This is an optimization exercise on Yosys and OpenROAD, whose aim is small area, a short achievable clock period and few clock cycles per item, not a production implementation.
Function was checked by simulation only, so behaviour that the tests miss may differ from the original.

Design rational_arithmetic_unit, start of the top module:
module rational_arithmetic_unit #(
  parameter int unsigned WIDTH = 32
) (
  input  logic              clk_i,
  input  logic              rst_ni,
  input  logic              in_valid,
  output logic              in_ready,
  input  logic [1:0]        in_action,
  input  logic [31:0]       in_a_num,
  input  logic [31:0]       in_a_den,
  input  logic [31:0]       in_b_num,
  input  logic [31:0]       in_b_den,
  output logic              out_valid,
  input  logic              out_ready,
  output logic [31:0]       out_res_num,
  output logic [31:0]       out_res_den,
  output logic              out_is_equal,
  output logic              out_bad_denominator
);
Settings: LEC_CHECK=0, ABC_AREA=1, CAP_MARGIN=20, CORE_MARGIN=2, CORE_UTILIZATION=40, SETUP_SLACK_MARGIN=5, SLEW_MARGIN=20; clock period 12.0 ns.
run.sh (not shown) runs the stock make flow with config.mk's settings and CLKGATE_MAP_FILE= SYNTH_SCRIPT=/design/flow/synth_recipe.tcl, a recipe that flattens the netlist after the stock synthesis.
Testbench counts at the start, summed over its fixed seeds: cycles 83,679, items 960.
Next try:
--- a/flow/design.v
+++ b/flow/design.v
@@ -166,22 +166,33 @@
   logic        xlong;            
   logic        yzero;
   logic [32:0] dalign;
   logic [31:0] src;
   rau_lzc u_lzx (.a_i(x_q), .lz_o(lzx));
   rau_lzc u_lzy (.a_i(y_q), .lz_o(lzy));
   assign ddiff  = {1'b0, lzy} - {1'b0, lzx};
   assign xshort = ddiff[6];
   assign xlong  = !ddiff[6] && (ddiff[5:0] != '0);
   assign yzero  = lzy[5];
   assign dsh    = ddiff[4:0] | 5'd1;
+  logic        ypow2;
+  logic [31:0] shq;
+  assign ypow2 = ((y_q & (y_q - 32'd1)) == '0) && (lzy[4:2] == 3'b111);
+  always_comb begin
+    unique case (lzy[1:0])
+      2'd3:    shq = x_q;
+      2'd2:    shq = {1'b0, x_q[31:1]};
+      2'd1:    shq = {2'b0, x_q[31:2]};
+      default: shq = {3'b0, x_q[31:3]};
+    endcase
+  end
   assign dalign = {1'b0, y_q} << dsh;
   logic       a_zero, b_zero;
   logic [2:0] dsel;
   assign a_zero = (in_a_den == '0);
   assign b_zero = (in_b_den == '0);
   always_comb begin
     if (run_q) begin
       dsel = u_dld;
     end else begin
       unique case (in_action)
         rau_pkg::ACT_ADD: dsel = L_BD;
@@ -236,23 +247,23 @@
   assign out_res_num         = r1_q;
   assign out_res_den         = r2_q;
   assign out_is_equal        = eq_q;
   assign out_bad_denominator = bad_q;
   logic go, adv;
   assign go = !run_q && in_valid && (!ovalid_q || out_ready);
   logic euc_fast;
   assign euc_fast = dy_q && !xshort && (ddiff[5:1] == '0);
   always_comb begin
     unique case (u_kind)
       K_EUC:   adv = !ls_q && yzero;
-      K_DIV:   adv = ls_q ? last1 : xshort;
+      K_DIV:   adv = ls_q ? last1 : (xshort || ypow2);
       K_MUL:   adv = ls_q && mul_last;
       default: adv = 1'b1;
     endcase
   end
   always_ff @(posedge clk_i or negedge rst_ni) begin
     if (!rst_ni) begin
       run_q    <= 1'b0;
       ovalid_q <= 1'b0;
       pc_q     <= '0;
       ls_q     <= 1'b0;
     end else begin
@@ -355,23 +366,23 @@
               d_q   <= {x2, 1'b0};
               dy_q  <= 1'b1;
               par_q <= !par_q;
             end else begin
               x_q   <= x2;
               cnt_q <= cnt_q - 5'd2;
             end
           end
         end
         K_DIV: begin
           if (!ls_q) begin
-            q_q <= 32'd0;
+            q_q <= ypow2 ? shq : 32'd0;
             if (!xshort) begin
               d_q   <= dalign;
               cnt_q <= dsh;
             end
           end else begin
             x_q   <= x2;
             q_q   <= {q_q[29:0], ge, ge2};
             d_q   <= d_q >> 2;
             cnt_q <= cnt_q - 5'd2;
           end
         end
Effect:
- core utilization increases by 0.71 points
- worst setup slack improved by 0.040 ns
- worst hold slack got worse by 0.0084 ns
- flip-flop and latch count is unchanged
- maximum frequency goes up by 0.57%
- sequential share of layout area fell by 1.9 points
- routed wire length is higher by 4.2%
- die area came out higher by 6.6%
- non-clock buffer count came out higher by 88
- global-route usage went down by 1.8 points
- area after synthesis came out higher by 6.7%
Testbench counts after the change, summed over its fixed seeds: cycles 68,785, items 960.

========
rational_arithmetic_unit, a different RTL version from the one above (not shown whole).
Size: about 4,500 cells after synthesis, ~200 I/O pins.
make LEC_CHECK=0 ABC_AREA=1 CAP_MARGIN=20 CORE_MARGIN=2 CORE_UTILIZATION=40 SETUP_SLACK_MARGIN=5 SLEW_MARGIN=20 finish   # period 12.0 ns
Testbench counts at the start, summed over its fixed seeds: cycles 68,581, items 960.
==> next run, changes <==
--- a/flow/design.v
+++ b/flow/design.v
@@ -57,33 +57,33 @@
       rau_pkg::ACT_ADD: begin
         unique case (pc)
           5'd1:  begin wy = 1'b1; fs1 = F_LD; dld = L_AD; end
           5'd2:  begin wx = 1'b1; fs0 = F_LD; end
           5'd3:  begin kind = K_EUC; exr2 = 1'b1; dld = L_BD; end
           5'd4:  begin wy = 1'b1; sa = SA_LD; dld = L_AD; end
           5'd5:  begin wx = 1'b1; sa = SA_XOR; end
           5'd6:  kind = K_MUL;
           5'd7:  begin vs = V_X; wx = 1'b1; sa = SA_PG; end
           5'd8:  begin vs = V_R2; wy = 1'b1; end
           5'd9:  kind = K_DIV;
           5'd10: begin vs = V_Q; zchk = 1'b1; mode = M_SGN; wr2 = 1'b1; dld = L_AN; end
-          5'd11: begin wx = 1'b1; sa = SA_XOR; end
-          5'd12: begin vs = V_R2; wy = 1'b1; end
+          5'd11: begin wy = 1'b1; sa = SA_XOR; end
+          5'd12: begin vs = V_R2; wx = 1'b1; end
           5'd13: kind = K_MUL;
           5'd14: begin vs = V_X; wx = 1'b1; sa = SA_P; dld = L_AD; end
           5'd15: begin wy = 1'b1; sa = SA_XOR; end
           5'd16: kind = K_DIV;
           5'd17: begin vs = V_Q; mode = M_SGN; wr1 = 1'b1; dld = L_BN; end
-          5'd18: begin wx = 1'b1; sa = SA_LD; end
-          5'd19: begin vs = V_R2; wy = 1'b1; sa = SA_XOR; end
+          5'd18: begin wy = 1'b1; sa = SA_LD; end
+          5'd19: begin vs = V_R2; wx = 1'b1; sa = SA_XOR; end
           5'd20: kind = K_MUL;
           5'd21: begin vs = V_X; wx = 1'b1; sa = SA_P; dld = L_BD; end
           5'd22: begin wy = 1'b1; sa = SA_XOR; end
           5'd23: kind = K_DIV;
           5'd24: begin vs = V_Q; mode = M_SGN; wx = 1'b1; dld = L_R1; end
           default: begin mode = M_ADDX; wr1 = 1'b1; fin = 1'b1; end
         endcase
       end
       rau_pkg::ACT_MUL: begin
         unique case (pc)
           5'd1:  begin wy = 1'b1; sa = SA_LD; dld = L_AN; end
           5'd2:  begin wx = 1'b1; sa = SA_XOR; end
@@ -165,36 +165,37 @@
   logic        xshort;           
   logic        xlong;            
   logic        yzero;
   logic [32:0] dalign;
   logic [31:0] src;
   rau_lzc u_lzx (.a_i(x_q), .lz_o(lzx));
   rau_lzc u_lzy (.a_i(y_q), .lz_o(lzy));
   assign ddiff  = {1'b0, lzy} - {1'b0, lzx};
   assign xshort = ddiff[6];
   assign xlong  = !ddiff[6] && (ddiff[5:0] != '0);
   assign yzero  = lzy[5];
   assign dsh    = ddiff[4:0] | 5'd1;
-  logic        ypow2;
-  logic [31:0] shq;
-  assign ypow2 = ((y_q & (y_q - 32'd1)) == '0) && (lzy[4:2] == 3'b111);
+  logic        ypow2, rsh;
+  logic [31:0] xrev, shq;
+  logic [32:0] shout;
+  assign ypow2 = ((y_q & (y_q - 32'd1)) == '0);
+  assign rsh   = (u_kind == K_DIV) && ypow2;
   always_comb begin
-    unique case (lzy[1:0])
-      2'd3:    shq = x_q;
-      2'd2:    shq = {1'b0, x_q[31:1]};
-      2'd1:    shq = {2'b0, x_q[31:2]};
-      default: shq = {3'b0, x_q[31:3]};
-    endcase
+    for (int i = 0; i < 32; i++) begin
+      xrev[i] = x_q[31 - i];
+      shq[i]  = shout[31 - i];
+    end
   end
-  assign dalign = {1'b0, y_q} << dsh;
+  assign shout  = (rsh ? {1'b0, xrev} : {1'b0, y_q}) << (rsh ? ~lzy[4:0] : dsh);
+  assign dalign = shout;
   logic       a_zero, b_zero;
   logic [2:0] dsel;
   assign a_zero = (in_a_den == '0);
   assign b_zero = (in_b_den == '0);
   always_comb begin
     if (run_q) begin
       dsel = u_dld;
     end else begin
       unique case (in_action)
         rau_pkg::ACT_ADD: dsel = L_BD;
         rau_pkg::ACT_MUL: dsel = L_BN;
         default:          dsel = L_AD;
What happened:
- synthesized area is lower by 1.4%
- setup slack gets worse by 0.46 ns
- non-clock buffer count climbs by 89
- routed wire length came out higher by 12%
- design area is higher by 2.9%
- clock skew rises by 0.0063 ns
- critical path depth climbs by 2
Testbench counts after the change, summed over its fixed seeds: cycles 67,703, items 960.

## re-timing with driven ports
The results above use ideal ports. As a check the final layouts listed here were re-extracted and re-timed, cells and wires unchanged.
Step 1 sets driving cells, clkbuf_16 on the clock port and buf_2 on the other inputs (assumed; they add their load-dependent delay and slew).
Step 2, shift: input delay + t, output delay - t, t = (earliest + latest rising clock arrival at the registers) / 2. This alone moves slack from input paths to output paths.
a / b / c = ideal ports / drivers / drivers and shift; a / b = the first two.
run | t (ns) | slack for setup (ns) | worst slew at a driven data input, ns
the first run of note 1 | 0.641 | 4.932 / 4.866 / 4.643 | 0.07
the second run of note 1 | 0.635 | 4.973 / 4.973 / 4.655 | 0.07
the first run of note 2 | 0.620 | 5.249 / 5.239 / 5.176 | 0.08
the second run of note 2 | 0.676 | 4.787 / 4.787 / 4.787 | 0.07
After both steps every run listed still meets setup and hold. For the second run of note 1, which loses most, drivers alone change the setup slack by 0.000 ns; drivers and shift together by -0.318 ns.
